Source: an optimization exercise on an open RTL-to-GDS flow (aim: small area and a short achievable clock period). Production flows keep margins and buffers that such runs may drop.

// fpalu_top
module fpalu_top (
	input  logic                 clk,
	input  logic                 rst,
	input  logic                 in_valid,
	input  fpalu_pkg::fpalu_op_t op,
	input  logic                 a_sgn,
	input  fpalu_pkg::exp_t      a_exp,
	input  fpalu_pkg::man_t      a_man,
	input  logic                 b_sgn,
	input  fpalu_pkg::exp_t      b_exp,
	input  fpalu_pkg::man_t      b_man,
	output logic                 out_valid,
	output logic                 y_sgn,
	output fpalu_pkg::exp_t      y_exp,
	output fpalu_pkg::man_t      y_man
);
	logic        a_lt_b, mul;
	logic [5:0]  dab, dba;
	logic        nz_a, nz_b;
	logic [10:0] sb;
	logic [5:0]  one, two, neg;
	logic [21:0] mlf, mrf;	 
	logic [21:0] ml_a, ml_b, mr_a, mr_b;	 
	exp_lt u_lt (
		.a (a_exp),
		.b (b_exp),
		.lt(a_lt_b)
	);
	booth_enc u_enc (
		.y  (sb),
		.one(one),
		.two(two),
		.neg(neg)
	);
	always_comb begin
		mul = (op == fpalu_pkg::OP_MUL);
		dab = a_exp - b_exp;
		dba = b_exp - a_exp;
		nz_a = (a_exp[4:0] != '0);
		nz_b = (b_exp[4:0] != '0);
  ...
Size in the first run: ~1,400 cells after synthesis, ~180 flip-flops, about 13,000 um2 of cells after synthesis.
==> flow/config.mk <==
export PLATFORM = sky130hd
export DESIGN_NAME = fpalu_top
export DESIGN_NICKNAME = fpalu_top
export VERILOG_FILES = /design/flow/design.v
export SDC_FILE = /design/flow/constraint.sdc
export NUM_CORES = 4
export LEC_CHECK = 0
export CAP_MARGIN = 20
export CORE_MARGIN = 2
export CORE_UTILIZATION = 40
export PLACE_DENSITY = 0.7
export SETUP_SLACK_MARGIN = 2.7
export SLEW_MARGIN = 20
==> flow/constraint.sdc <==
create_clock -name core_clock -period 5.5 [get_ports {clk}]
set_input_delay 1.1000 -clock core_clock [delete_from_list [all_inputs] [get_ports {clk}]]
set_output_delay 1.1000 -clock core_clock [all_outputs]
set_load 0.01 [all_outputs]
standard.sh (not shown) runs the stock make flow with config.mk's settings and CLKGATE_MAP_FILE= SYNTH_SCRIPT=/design/flow/synth_recipe.tcl, a recipe that flattens the netlist after the stock synthesis.
==> flow/flow/run.sh <==
#!/bin/bash
# Standard layout, with the port buffers made from plain buffers instead of
# the delay cells buffer_ports picks by default.
set -euo pipefail
cd "$(dirname "$0")/.."
bash standard.sh synth > synth.log 2>&1
bash standard.sh "BUFFER_PORTS_ARGS=-buffer_cell sky130_fd_sc_hd__buf_1" finish > layout.log 2>&1
Change:
--- a/flow/design.v
+++ b/flow/design.v
@@ -59,29 +59,32 @@
 			one[k] = g[0] ^ g[1];
 			two[k] = (g == 3'b011) || (g == 3'b100);
 			neg[k] = g[2] & ~(g[1] & g[0]);	 
 		end
 	end
 endmodule
 module booth_mul (
 	input  logic [10:0] m,	 
 	input  logic [5:0]  one,
 	input  logic [5:0]  two,
 	input  logic [5:0]  neg,
+	input  logic [5:0]  one_h,	 
+	input  logic [5:0]  two_h,	 
 	output logic [22:0] row_s,
 	output logic [22:0] row_c
 );
 	logic [5:0][11:0] e;	 
 	always_comb
 		for (int k = 0; k < 6; k++)
-			e[k] = (({12{one[k]}} & {1'b0, m}) | ({12{two[k]}} & {m, 1'b0})) ^ {12{neg[k]}};
+			e[k] = (({one_h[k], one_h[k], one_h[k], one_h[k], one_h[k], one_h[k], {6{one[k]}}} & {1'b0, m})
+				| ({{6{two_h[k]}}, {6{two[k]}}} & {m, 1'b0})) ^ {12{neg[k]}};
 	logic s1, c2, s3, c4, s5, c6, s7, c8, s9, c10, s11, c12, s13, c14, s15, c16, s17, c18, s19, c20, s21, c22, s23, c24, s25, c26, s27, c28, s29, c30, s31, c32, s33, c34, s35, c36, s37, c38, s39, c40, s41, c42, s43, c44, s45, c46, s47, c48, s49, c50, s51, c52, s53, c54, s55, c56, s57, c58, s59, c60, s61, c62, s63, c64, s65, c66, s67, c68, s69, c70, s71, c72, s73, c74, s75, c76, s77, c78, s79, c80, s81, c82, s83, c84, s85, c86, s87, c88, s89, c90, s91, c92, s93, c94, s95, c96, s97, c98, s99, c100, s101, c102, s103, c104, s105, c106, s107, c108, s109, c110, s111, c112;
 	assign s1 = neg[3] ^ e[0][6];
 	assign c2 = neg[3] & e[0][6];
 	assign s3 = e[0][7] ^ e[1][5];
 	assign c4 = e[0][7] & e[1][5];
 	assign s5 = neg[4] ^ e[0][8] ^ e[1][6];
 	assign c6 = (neg[4] & e[0][8]) | (neg[4] & e[1][6]) | (e[0][8] & e[1][6]);
 	assign s7 = e[2][4] ^ e[3][2];
 	assign c8 = e[2][4] & e[3][2];
 	assign s9 = e[0][9] ^ e[1][7] ^ e[2][5];
 	assign c10 = (e[0][9] & e[1][7]) | (e[0][9] & e[2][5]) | (e[1][7] & e[2][5]);
@@ -250,57 +253,59 @@
 		.one(one),
 		.two(two),
 		.neg(neg)
 	);
 	always_comb begin
 		mul = (op == fpalu_pkg::OP_MUL);
 		dab = a_exp - b_exp;
 		dba = b_exp - a_exp;
 		nz_a = (a_exp[4:0] != '0);
 		nz_b = (b_exp[4:0] != '0);
 		sb = {nz_b, b_man[9:0]};
-		mlf = {6'({1'b0, a_exp[4:0]} + {1'b0, b_exp[4:0]} + 6'd3), 4'b0, nz_b, nz_a, a_man[9:0]};
-		mrf = {4'b0, neg, two, one};
+		mlf = {6'({1'b0, a_exp[4:0]} + {1'b0, b_exp[4:0]} + 6'd3), two[5:4], 2'b0, nz_b, nz_a, a_man[9:0]};
+		mrf = {two[3:0], neg, two, one};
 		ml_a = mul ? mlf : a_man;
 		ml_b = mul ? mlf : b_man;
 		mr_a = mul ? mrf : a_man;
 		mr_b = mul ? mrf : b_man;
 	end
 	logic        v1, mul1, sl1, sr1;
 	logic [5:0]  el1, d1;
 	logic [21:0] ml1, mr1;
 	always_ff @(posedge clk) begin
 		v1 <= in_valid & ~rst;
 		mul1 <= mul;
 		sl1 <= a_lt_b ? b_sgn : a_sgn;
 		sr1 <= a_lt_b ? a_sgn : b_sgn;
 		d1 <= a_lt_b ? dba : dab;
-		el1 <= a_lt_b ? b_exp : a_exp;
+		el1 <= a_lt_b ? (mul ? one : b_exp) : (mul ? one : a_exp);	 
 		ml1 <= a_lt_b ? ml_b : ml_a;
 		mr1 <= a_lt_b ? mr_a : mr_b;
 	end
 	logic [21:0] rsh;
 	logic        lz, sub;
 	logic [22:0] prod_s, prod_c;
 	logic        pz, nz_r;
 	logic [5:0]  pexp;
 	operand_align u_align (
 		.man(mr1),
 		.d  (d1),
 		.sh (rsh)
 	);
 	booth_mul u_mul (
 		.m    (ml1[10:0]),
 		.one  (mr1[5:0]),
 		.two  (mr1[11:6]),
 		.neg  (mr1[17:12]),
+		.one_h(el1),
+		.two_h({ml1[15:14], mr1[21:18]}),
 		.row_s(prod_s),
 		.row_c(prod_c)
 	);
 	always_comb begin
 		lz = (ml1 == '0);	 
 		sub = sl1 ^ sr1;
 		nz_r = ml1[11];
 		pz = (ml1[10:0] == '0) || (mr1[11:0] == '0);	 
 		pexp = ml1[21:16] + (pz ? 6'd0 : 6'(!ml1[10]) + 6'(!nz_r));
 	end
 	logic        v2, sg2, byp2, ci2;
The changed run completed without violations.
Sequential share of layout area came out lower by 0.27 points.
Worst setup slack gains 0.040 ns.
Hold slack gains 0.0063 ns.
First-iteration DRC count came out higher by 11%.
Synthesized area came out higher by 0.40%.
No run of this note included a check of the RTL's function; only the layout flow was run.

[separate check: timing with driven ports]
No port has a modelled driver above. Below, the same layouts with a new extraction and two added sets of constraints. Step 1, drivers: a clkbuf_16 drives clk and a buf_2 each remaining input, both assumed. Step 2 moves the port delays by t, midway between the first and last clock arrival at a register: inputs arrive t later, outputs are due t later. That takes back most of the time a late clock gives input paths. Three values: ideal, step 1, step 2; two values: the first two.
run	t, ns	setup slack, ns	worst setup path at the end	slew at the worst register clock pin (ns)
the first run	0.482	2.699 / 2.699 / 2.251	input to register	0.08 / 0.08
the second run	0.496	2.739 / 2.762 / 2.266	input to register	0.08 / 0.08
After both steps every run listed still meets setup and hold. For the second run, which loses most, drivers alone change the setup slack by +0.023 ns; drivers and shift together by -0.473 ns.
